This is an optimization exercise on Yosys and OpenROAD, whose aim is small area and a short achievable clock period, not a production implementation. Where RTL was checked, it was by simulation tests only, not by an equivalence proof against the original. Power is estimated from default activity; no workload was simulated.

==> trial 70 <==
// exec_stage
module exec_stage #(
  parameter int N = 24,
  parameter int M = 6
) (
  input  logic                clk,
  input  logic                rst,
  input  logic                en,
  input  logic [N-1:0]        rd1, rd2, rd3, pc, imm,
  input  logic [N*M-1:0]      rdv1, rdv2, rdv3,
  input  logic [N*M-1:0]      Forward1, Forward2, Forward3,
  input  logic                Fa, Fb, Fc,
  input  logic [3:0]          aluControl, Rc, opCode,
  input  logic                immSrc, branchFlag, memWrite, memToReg, regWrite, modeSel,
  input  logic [1:0]          opType,
  output logic [17+2*N*M-1:0] bufferOut
);
==> flow/config.mk <==
export PLATFORM = sky130hd
export DESIGN_NAME = exec_stage
export DESIGN_NICKNAME = exec_stage
export VERILOG_FILES = /design/flow/design.v
export SDC_FILE = /design/flow/constraint.sdc
export NUM_CORES = 4
export LEC_CHECK = 0
export ABC_AREA = 0
export CAP_MARGIN = 20
export CELL_PAD_IN_SITES_DETAIL_PLACEMENT = 1
export CELL_PAD_IN_SITES_GLOBAL_PLACEMENT = 1
export CORE_MARGIN = 2
export CORE_UTILIZATION = 45
export PLACE_DENSITY = 0.65
export SETUP_SLACK_MARGIN = 4
export SLEW_MARGIN = 20
==> flow/constraint.sdc <==
create_clock -name core_clock -period 13.0 [get_ports {clk}]
set_input_delay 2.6000 -clock core_clock [delete_from_list [all_inputs] [get_ports {clk}]]
set_output_delay 2.6000 -clock core_clock [all_outputs]
set_load 0.01 [all_outputs]
standard.sh (not shown) runs the stock make flow with config.mk's settings and CLKGATE_MAP_FILE= SYNTH_SCRIPT=/design/flow/synth_recipe.tcl, a recipe that flattens the netlist after the stock synthesis.
==> flow/flow/run.sh <==
#!/bin/bash
set -euo pipefail
export BUFFER_PORTS_ARGS="-buffer_cell sky130_fd_sc_hd__buf_1"
bash standard.sh > standard.log 2>&1
==> trial 74 (differences from trial 70) <==
Settings changed: ABC_AREA 0 to 1, CORE_UTILIZATION 45 to 38, PLACE_DENSITY 0.65 to 0.6, SYNTH_HIERARCHICAL set to 1.
==> summary of the runs <==
- Trial 74 finished clean. Trial 70 failed in 5_1_grt.
- Of trial 70 and trial 74, trial 74 has the higher synthesized area (gap 2.0%, measured against trial 74).
- Synthesized cell count: trial 74 is larger than trial 70 (25%).
Function was not checked in any run of this note: the RTL went through the layout flow alone.

==> build 41: inputs <==
Another version of the RTL of exec_stage (not shown whole).
export LEC_CHECK = 0
export ABC_AREA = 1
export CAP_MARGIN = 30
export CELL_PAD_IN_SITES_DETAIL_PLACEMENT = 1
export CELL_PAD_IN_SITES_GLOBAL_PLACEMENT = 1
export CORE_MARGIN = 2
export CORE_UTILIZATION = 38
export PLACE_DENSITY = 0.6
export SETUP_SLACK_MARGIN = 4.5
export SLEW_MARGIN = 30
export SYNTH_HIERARCHICAL = 1
create_clock -name core_clock -period 13.0 [get_ports {clk}]
Scripts as last shown in full above: flow/flow/run.sh
==> build 14: changes against build 41 <==
--- a/flow/design.v
+++ b/flow/design.v
@@ -47,18 +47,19 @@
   end
   logic [N-1:0] r [M];
   logic [M-1:0] nz;
   for (genvar k = 0; k < M; k++) begin : g_lane
     logic on;
     if (k == 0) begin : g_l0
-      assign on = ld & ~isCtrl;
+      assign on = ld;
       exec_lane u_lane (
         .a(a[0]), .b(b[0]),
-        .mul(opMul), .shl(opShl), .shr(opShr), .add(opAdd), .sub(opSub), .pa(opA), .pb(opB),
-        .land(opAnd), .lor(opOr), .lxor(opXor),
-        .ext(pcImm), .gext(ld & isCtrl),
+        .mul(opMul & ~isCtrl), .shl(opShl & ~isCtrl), .shr(opShr & ~isCtrl),
+        .add(opAdd & ~isCtrl), .sub(opSub & ~isCtrl), .pa(opA & ~isCtrl), .pb(opB & ~isCtrl),
+        .land(opAnd & ~isCtrl), .lor(opOr & ~isCtrl), .lxor(opXor & ~isCtrl),
+        .ext(pcImm), .gext(isCtrl),
         .on(on), .r(r[k]), .nz(nz[k]));
     end else begin : g_ln
       assign on = ld & modeSel & ~isCtrl;
       exec_lane u_lane (
         .a(a[k]), .b(b[k]),
         .mul(opMul), .shl(opShl), .shr(opShr), .add(opAdd), .sub(opSub), .pa(opA), .pb(opB),
@@ -127,13 +128,13 @@
   assign gp = on & (mul | shl | add | sub | pa | pb);
   assign gr = on & shr;
   assign ga = on & land;
   assign go = on & lor;
   assign gx = on & lxor;
   assign rl = ({24{ga}} & (a & b)) | ({24{go}} & (a | b)) | ({24{gx}} & (a ^ b)) |
-              ({24{gext}} & ext);
+              ({24{on & gext}} & ext);
   assign r  = ({24{gp}} & p) | ({24{gr}} & pr) | rl;
   assign nz = ((gp | gr) & ~pz) | (|rl);
 endmodule
 module exec_mac24 (
   input  logic [23:0] x,
   input  logic [11:0] one, two, neg,
@@ -620,39 +621,15 @@
   assign ra[21] = co128;
   assign rb[21] = s129;
   assign ra[22] = co129;
   assign rb[22] = s130;
   assign ra[23] = co130;
   assign rb[23] = s131;
-  logic [23:0] p_g, p_p, p_a, p_b;
-  assign p_a = ra;
-  assign p_b = rb;
-  exec_ha u_p_p_0_ (.a(p_a[0]), .b(p_b[0]), .s(p_p[0]), .co(p_g[0]));
-  exec_ha u_p_p_1_ (.a(p_a[1]), .b(p_b[1]), .s(p_p[1]), .co(p_g[1]));
-  exec_ha u_p_p_2_ (.a(p_a[2]), .b(p_b[2]), .s(p_p[2]), .co(p_g[2]));
-  exec_ha u_p_p_3_ (.a(p_a[3]), .b(p_b[3]), .s(p_p[3]), .co(p_g[3]));
-  exec_ha u_p_p_4_ (.a(p_a[4]), .b(p_b[4]), .s(p_p[4]), .co(p_g[4]));
-  exec_ha u_p_p_5_ (.a(p_a[5]), .b(p_b[5]), .s(p_p[5]), .co(p_g[5]));
-  exec_ha u_p_p_6_ (.a(p_a[6]), .b(p_b[6]), .s(p_p[6]), .co(p_g[6]));
-  exec_ha u_p_p_7_ (.a(p_a[7]), .b(p_b[7]), .s(p_p[7]), .co(p_g[7]));
-  exec_ha u_p_p_8_ (.a(p_a[8]), .b(p_b[8]), .s(p_p[8]), .co(p_g[8]));
-  exec_ha u_p_p_9_ (.a(p_a[9]), .b(p_b[9]), .s(p_p[9]), .co(p_g[9]));
-  exec_ha u_p_p_10_ (.a(p_a[10]), .b(p_b[10]), .s(p_p[10]), .co(p_g[10]));
-  exec_ha u_p_p_11_ (.a(p_a[11]), .b(p_b[11]), .s(p_p[11]), .co(p_g[11]));
-  exec_ha u_p_p_12_ (.a(p_a[12]), .b(p_b[12]), .s(p_p[12]), .co(p_g[12]));
-  exec_ha u_p_p_13_ (.a(p_a[13]), .b(p_b[13]), .s(p_p[13]), .co(p_g[13]));
-  exec_ha u_p_p_14_ (.a(p_a[14]), .b(p_b[14]), .s(p_p[14]), .co(p_g[14]));
-  exec_ha u_p_p_15_ (.a(p_a[15]), .b(p_b[15]), .s(p_p[15]), .co(p_g[15]));
-  exec_ha u_p_p_16_ (.a(p_a[16]), .b(p_b[16]), .s(p_p[16]), .co(p_g[16]));
-  exec_ha u_p_p_17_ (.a(p_a[17]), .b(p_b[17]), .s(p_p[17]), .co(p_g[17]));
-  exec_ha u_p_p_18_ (.a(p_a[18]), .b(p_b[18]), .s(p_p[18]), .co(p_g[18]));
-  exec_ha u_p_p_19_ (.a(p_a[19]), .b(p_b[19]), .s(p_p[19]), .co(p_g[19]));
-  exec_ha u_p_p_20_ (.a(p_a[20]), .b(p_b[20]), .s(p_p[20]), .co(p_g[20]));
-  exec_ha u_p_p_21_ (.a(p_a[21]), .b(p_b[21]), .s(p_p[21]), .co(p_g[21]));
-  exec_ha u_p_p_22_ (.a(p_a[22]), .b(p_b[22]), .s(p_p[22]), .co(p_g[22]));
-  exec_ha u_p_p_23_ (.a(p_a[23]), .b(p_b[23]), .s(p_p[23]), .co(p_g[23]));
+  logic [23:0] p_g, p_p;
+  assign p_g = ra & rb;
+  assign p_p = ra ^ rb;
   logic p_G0, p_P0;
   assign p_G0 = p_g[1] | (p_p[1] & p_g[0]);
   assign p_P0 = p_p[1] & p_p[0];
   logic p_G1, p_P1;
   assign p_G1 = p_g[3] | (p_p[3] & p_g[2]);
   assign p_P1 = p_p[3] & p_p[2];
@@ -796,40 +773,15 @@
 module exec_add24 (
   input  logic [23:0] a, b,
   input  logic        ci,
   output logic [23:0] y
 );
   logic [24:0] s;
-  logic [24:0] s_g, s_p, s_a, s_b;
-  assign s_a = {a, ci};
-  assign s_b = {b, ci};
-  exec_ha u_s_p_0_ (.a(s_a[0]), .b(s_b[0]), .s(s_p[0]), .co(s_g[0]));
-  exec_ha u_s_p_1_ (.a(s_a[1]), .b(s_b[1]), .s(s_p[1]), .co(s_g[1]));
-  exec_ha u_s_p_2_ (.a(s_a[2]), .b(s_b[2]), .s(s_p[2]), .co(s_g[2]));
-  exec_ha u_s_p_3_ (.a(s_a[3]), .b(s_b[3]), .s(s_p[3]), .co(s_g[3]));
-  exec_ha u_s_p_4_ (.a(s_a[4]), .b(s_b[4]), .s(s_p[4]), .co(s_g[4]));
-  exec_ha u_s_p_5_ (.a(s_a[5]), .b(s_b[5]), .s(s_p[5]), .co(s_g[5]));
-  exec_ha u_s_p_6_ (.a(s_a[6]), .b(s_b[6]), .s(s_p[6]), .co(s_g[6]));
-  exec_ha u_s_p_7_ (.a(s_a[7]), .b(s_b[7]), .s(s_p[7]), .co(s_g[7]));
-  exec_ha u_s_p_8_ (.a(s_a[8]), .b(s_b[8]), .s(s_p[8]), .co(s_g[8]));
-  exec_ha u_s_p_9_ (.a(s_a[9]), .b(s_b[9]), .s(s_p[9]), .co(s_g[9]));
-  exec_ha u_s_p_10_ (.a(s_a[10]), .b(s_b[10]), .s(s_p[10]), .co(s_g[10]));
-  exec_ha u_s_p_11_ (.a(s_a[11]), .b(s_b[11]), .s(s_p[11]), .co(s_g[11]));
-  exec_ha u_s_p_12_ (.a(s_a[12]), .b(s_b[12]), .s(s_p[12]), .co(s_g[12]));
-  exec_ha u_s_p_13_ (.a(s_a[13]), .b(s_b[13]), .s(s_p[13]), .co(s_g[13]));
-  exec_ha u_s_p_14_ (.a(s_a[14]), .b(s_b[14]), .s(s_p[14]), .co(s_g[14]));
-  exec_ha u_s_p_15_ (.a(s_a[15]), .b(s_b[15]), .s(s_p[15]), .co(s_g[15]));
-  exec_ha u_s_p_16_ (.a(s_a[16]), .b(s_b[16]), .s(s_p[16]), .co(s_g[16]));
-  exec_ha u_s_p_17_ (.a(s_a[17]), .b(s_b[17]), .s(s_p[17]), .co(s_g[17]));
-  exec_ha u_s_p_18_ (.a(s_a[18]), .b(s_b[18]), .s(s_p[18]), .co(s_g[18]));
-  exec_ha u_s_p_19_ (.a(s_a[19]), .b(s_b[19]), .s(s_p[19]), .co(s_g[19]));
-  exec_ha u_s_p_20_ (.a(s_a[20]), .b(s_b[20]), .s(s_p[20]), .co(s_g[20]));
-  exec_ha u_s_p_21_ (.a(s_a[21]), .b(s_b[21]), .s(s_p[21]), .co(s_g[21]));
-  exec_ha u_s_p_22_ (.a(s_a[22]), .b(s_b[22]), .s(s_p[22]), .co(s_g[22]));
-  exec_ha u_s_p_23_ (.a(s_a[23]), .b(s_b[23]), .s(s_p[23]), .co(s_g[23]));
-  exec_ha u_s_p_24_ (.a(s_a[24]), .b(s_b[24]), .s(s_p[24]), .co(s_g[24]));
+  logic [24:0] s_g, s_p;
+  assign s_g = {a, ci} & {b, ci};
+  assign s_p = {a, ci} ^ {b, ci};
   logic s_G0, s_P0;
   assign s_G0 = s_g[1] | (s_p[1] & s_g[0]);
   assign s_P0 = s_p[1] & s_p[0];
   logic s_G1, s_P1;
   assign s_G1 = s_g[3] | (s_p[3] & s_g[2]);
   assign s_P1 = s_p[3] & s_p[2];
Settings changed: CAP_MARGIN 30 to 20, CORE_UTILIZATION 38 to 32, PLACE_DENSITY 0.6 to 0.55, SETUP_SLACK_MARGIN 4.5 to 4, SLEW_MARGIN 30 to 20, SYNTH_HIERARCHICAL 1 to not set.
==> trial 90: changes against build 41 <==
Settings changed: SETUP_SLACK_MARGIN 4.5 to 4.
==> results.yml <==
global_route:
  antenna_found_initial: 123
pwr:
  finalPower_w: 0.00886
  vdd.ir_drop.worst_mv: 0.121
worst_setup_path:
  setup.worst_path.start: "Fb"
  cp_data_required_time_ps: 13730
  worst-path-buf-inv: 8
clock_tree:
  clkTransAtPathRegs_ps: 70
layout:
  antennaDiodeCount: 120
status:
  status: "finished clean"
synth:
  synthCells: 11900
floorplanning:
  floorplan.die_area_um2: 214000
The numbers above come from build 41.

==> results.yml <==
pwr:
  finalPower_w: 0.00821
  top_power_group: "combinational cells"
layout:
  antennaDiodeCount: 100
  inverters_excl_clock: 1294
worst_setup_path:
  setup.worst_path.start: "immSrc"
  cp_data_required_time_ps: 13650
clock_tree:
  clkTransAtPathRegs_ps: 80
floorplanning:
  floorplan.die_area_um2: 214000
  initial_core_utilization_pct: 38.2
synth:
  synthCells: 11900
global_route:
  antenna_found_initial: 96
status:
  status: "finished clean"
The numbers above come from trial 90.

==> results.yml <==
status:
  status: "finished clean"
pwr:
  p_leak_nw: 43.3
  vdd.ir_drop.worst_mv: 0.128
  power.sequential.total_w: 0.00107
worst_setup_path:
  cp_data_required_time_ps: 13690
  worst-path-buf-inv: 1
global_route:
  antenna_found_initial: 225
synth:
  ys_top_cells_by_area: "sky130_fd_sc_hd__fa_1, sky130_fd_sc_hd__ha_1, sky130_fd_sc_hd__nand2_1"
  synthCells: 11100
  synth_fa_ha_area_share_pct: 29.5
floorplanning:
  core_um2: 240000
  floorplan.die_area_um2: 246000
layout:
  antennaDiodeCount: 78
  largest_class: "multi-input combinational cells"
The numbers above come from build 14.

==> afterwards: timing with drivers on the ports <==
How much do the figures lean on ideal ports? The routed layouts below were timed once more, with nothing changed but the port constraints. Step 1 (the two cells are an assumption about what drives the block):
set clk [get_ports {clk}]
set_driving_cell -lib_cell sky130_fd_sc_hd__clkbuf_16 $clk
set_driving_cell -lib_cell sky130_fd_sc_hd__buf_2 [delete_from_list [all_inputs] $clk]
Step 2 also shifts input and output timing later by t, the mid clock arrival at the registers, as if the neighbouring blocks saw the same clock. Three values: ideal, step 1, step 2; two values: the first two.
| run | t, ns | slack for setup (ns) | latest minus earliest clock arrival (ns) | worst slew at a driven data input, ns | cell pins on the clock port's net |
|---|---|---|---|---|---|
| trial 74 | 0.815 | 3.435 / 3.246 / 2.431 | 0.096 / 0.096 | 0.47 | 1 |
| build 41 | 0.843 | 3.787 / 3.572 / 2.729 | 0.100 / 0.100 | 0.55 | 1 |
| build 14 | 0.818 | 3.671 / 3.534 / 2.717 | 0.065 / 0.065 | 0.41 | 1 |
| trial 90 | 0.869 | 3.742 / 3.688 / 2.820 | 0.122 / 0.123 | 0.50 | 1 |
After both steps setup and hold are still met in every run listed. For build 41, which loses most, drivers alone change the setup slack by -0.215 ns; drivers and shift together by -1.058 ns.
